Source: an optimization exercise on an open RTL-to-GDS flow (aim: small area). Production flows keep margins and buffers that such runs may drop.
The RTL was checked by simulation tests, not by an equivalence proof against the original design.
No activity file was given, so power comes from the tool's default toggle rates.

run 1:
## csr_unit
module csr_unit (
    input  logic                           clk_i,
    input  logic                           rst_i,
    input  logic                           wb_cyc_i,
    input  logic                           wb_stb_i,
    input  logic                           wb_we_i,
    input  logic [11:0]                    wb_adr_i,
    input  logic [secv_pkg::XLEN-1:0]      wb_dat_i,
    output logic [secv_pkg::XLEN-1:0]      wb_dat_o,
    output logic                           wb_ack_o,
    output logic                           wb_err_o,
    input  logic [1:0]                     csr_op_i,      
    input  logic [secv_pkg::HART_ID_W-1:0] hartid_i,
    input  logic                           exc_i,
    input  logic [3:0]                     exc_type_i,
    input  logic [secv_pkg::XLEN-1:0]      pc_i,
    input  logic [secv_pkg::XLEN-1:0]      tval_i,
    input  logic                           mret_i,
    input  logic                           retire_i,
    output logic                           trap_o,
    output logic [secv_pkg::XLEN-1:0]      redirect_pc_o
);
For scale: ~350 I/O pins, roughly 0.025 sq mm of cells after synthesis.
Settings: LEC_CHECK=0, CAP_MARGIN=20, CORE_MARGIN=2, CORE_UTILIZATION=40, PLACE_DENSITY=0.45, SLEW_MARGIN=20; clock period 4.0 ns.
standard.sh (not shown) runs the stock make flow with config.mk's settings and CLKGATE_MAP_FILE= SYNTH_SCRIPT=/design/flow/synth_recipe.tcl, a recipe that flattens the netlist after the stock synthesis.
==> flow/flow/run.sh <==
#!/bin/bash
# Own layout flow: the standard ORFS flow, with
#  - an area-oriented ABC mapping script in synthesis (the rest of synthesis unchanged),
#  - minimum-size buffers on the ports,
#  - a clock tree built from smaller buffers.
# Each tool's output is logged in this folder (and ORFS keeps its own logs under orfs/logs).
set -euo pipefail
W=$PWD
F=$W/flow

# Synthesis script: synth_recipe.tcl, with ORFS's synth.tcl swapped for a copy whose abc call
# uses our own ABC script.
sed 's#^\(\s*\)log_cmd abc {\*}\$abc_args#\1set abc_args [lreplace $abc_args 1 1 '"$F"'/abc_area2.script]\n\1log_cmd abc {*}$abc_args#' \
    "$FLOW_HOME/scripts/synth.tcl" > "$W/synth_area.tcl"
grep -q "abc_area2.script" "$W/synth_area.tcl"
sed "s#\$::env(SCRIPTS_DIR)/synth.tcl#$W/synth_area.tcl#" "$W/synth_recipe.tcl" > "$W/synth_recipe_area.tcl"
grep -q "synth_area.tcl" "$W/synth_recipe_area.tcl"

export CTS_ARGS="-sink_clustering_enable -repair_clock_nets -dont_use_dummy_load -sink_clustering_size 16 -sink_clustering_max_diameter 60 -buf_list sky130_fd_sc_hd__clkbuf_8"
export BUFFER_PORTS_ARGS="-buffer_cell sky130_fd_sc_hd__buf_1"
bash standard.sh synth SYNTH_SCRIPT="$W/synth_recipe_area.tcl" > "$W/flow_synth.log" 2>&1
bash standard.sh finish > "$W/flow_finish.log" 2>&1
==> flow/flow/abc_area2.script <==
&get -n
&st
&dch -f
&nf -a
&put
## Diff of input files: run 2 against run 1
# run 1
export LEC_CHECK = 0
export CAP_MARGIN = 20
export CORE_MARGIN = 2
export CORE_UTILIZATION = 40
export PLACE_DENSITY = 0.45
export SLEW_MARGIN = 20
create_clock -name core_clock -period 4.0 [get_ports {clk_i}]
# run 2
export LEC_CHECK = 0
export CAP_MARGIN = 20
export CORE_MARGIN = 2
export CORE_UTILIZATION = 55
export SLEW_MARGIN = 20
create_clock -name core_clock -period 4.0 [get_ports {clk_i}]
--- outcome ---
Compared to run 1, run 2 has fmax about 0.6% lower.
Note that the total length of routed wires recorded for run 1 amounts to 1.10 times the value seen in run 2.
Higher combinational logic power was reported by run 1, not run 2.
Comparing run 2 and run 1, the higher diode insertion count for antenna repair was measured on run 2.
Run 2 against run 1; number of inserted filler cells in the final layout is down by more than a quarter.
The inputs of run 3 differ from those of run 2 as listed below.
# run 2
export LEC_CHECK = 0
export CAP_MARGIN = 20
export CORE_MARGIN = 2
export CORE_UTILIZATION = 55
export SLEW_MARGIN = 20
create_clock -name core_clock -period 4.0 [get_ports {clk_i}]
# run 3
export LEC_CHECK = 0
export CAP_MARGIN = 20
export CORE_MARGIN = 2
export CORE_UTILIZATION = 40
export PLACE_DENSITY = 0.8
export SLEW_MARGIN = 20
create_clock -name core_clock -period 4.0 [get_ports {clk_i}]
Findings:
- Share of synthesized cell area in full adder, half adder and majority cells: run 2 vs run 3 identical
- Between run 3 and run 2, required time at the endpoint of the critical path is lower for run 3, run 2 comes in above that.
- Run 3 vs run 2: combined global-route utilization of all metal layers down
- Count of standard-cell rows in run 3 vs run 2: up 14
diff inputs: run 3 => run 4
# run 3
export LEC_CHECK = 0
export CAP_MARGIN = 20
export CORE_MARGIN = 2
export CORE_UTILIZATION = 40
export PLACE_DENSITY = 0.8
export SLEW_MARGIN = 20
create_clock -name core_clock -period 4.0 [get_ports {clk_i}]
# run 4
export LEC_CHECK = 0
export CAP_MARGIN = 10
export CORE_MARGIN = 2
export CORE_UTILIZATION = 40
export SLEW_MARGIN = 10
create_clock -name core_clock -period 4.0 [get_ports {clk_i}]
==> flow/flow/abc_area2.script <==
&get -n
&st
&dch
&nf -p -a
&put
==> comparison <==
Run 4 ends up with higher post-synthesis simple-gate area fraction than run 3 does. Compared with run 3, run 4 shows setup slack after placement higher by 0.053 ns. Peak ir drop on the vdd network, run 3 and run 4: larger value in run 3. On sequential power, run 3 tracks run 4 almost exactly. The part of the cycle the worst path needs in run 4 sits 1.8 points above the value recorded for run 3. Changes observed in run 4 relative to run 3: number of ordinary and repair buffers in the finished layout now sits lower; wire length of the first global-routing pass increased 3.9%. Hold violation total from the final report across run 3 and run 4: no real change.

[what the ideal ports hide]
The results above use ideal ports. As a check the final layouts listed here were re-extracted and re-timed, cells and wires unchanged.
Step 1 sets driving cells, clkbuf_16 on the clock port and buf_2 on the other inputs (assumed; they add their load-dependent delay and slew).
Step 2 times the ports against the registers' clock, not the clock port: input delays grow and output delays shrink by t, the midpoint of the rising clock arrivals with the driver on.
Slacks: ideal ports / drivers / drivers and shift; pairs: ideal ports / drivers.
| run | shift t [ns] | setup WS [ns] | clock arrival spread, ns | slew at the worst register clock pin (ns) |
|---|---|---|---|---|
| run 1 | 0.744 | 0.228 / 0.228 / -0.345 | 0.061 / 0.060 | 0.11 / 0.11 |
| run 2 | 0.708 | 0.206 / 0.206 / -0.376 | 0.069 / 0.069 | 0.11 / 0.11 |
| run 3 | 0.714 | 0.286 / 0.286 / -0.204 | 0.093 / 0.094 | 0.11 / 0.11 |
| run 4 | 0.732 | 0.215 / 0.215 / -0.293 | 0.078 / 0.078 | 0.11 / 0.11 |
Met with ideal ports but missed after step 2: setup timing in every run listed. The setup slack of run 2, which loses most, moves by 0.000 ns with the drivers and by -0.582 ns with both steps.
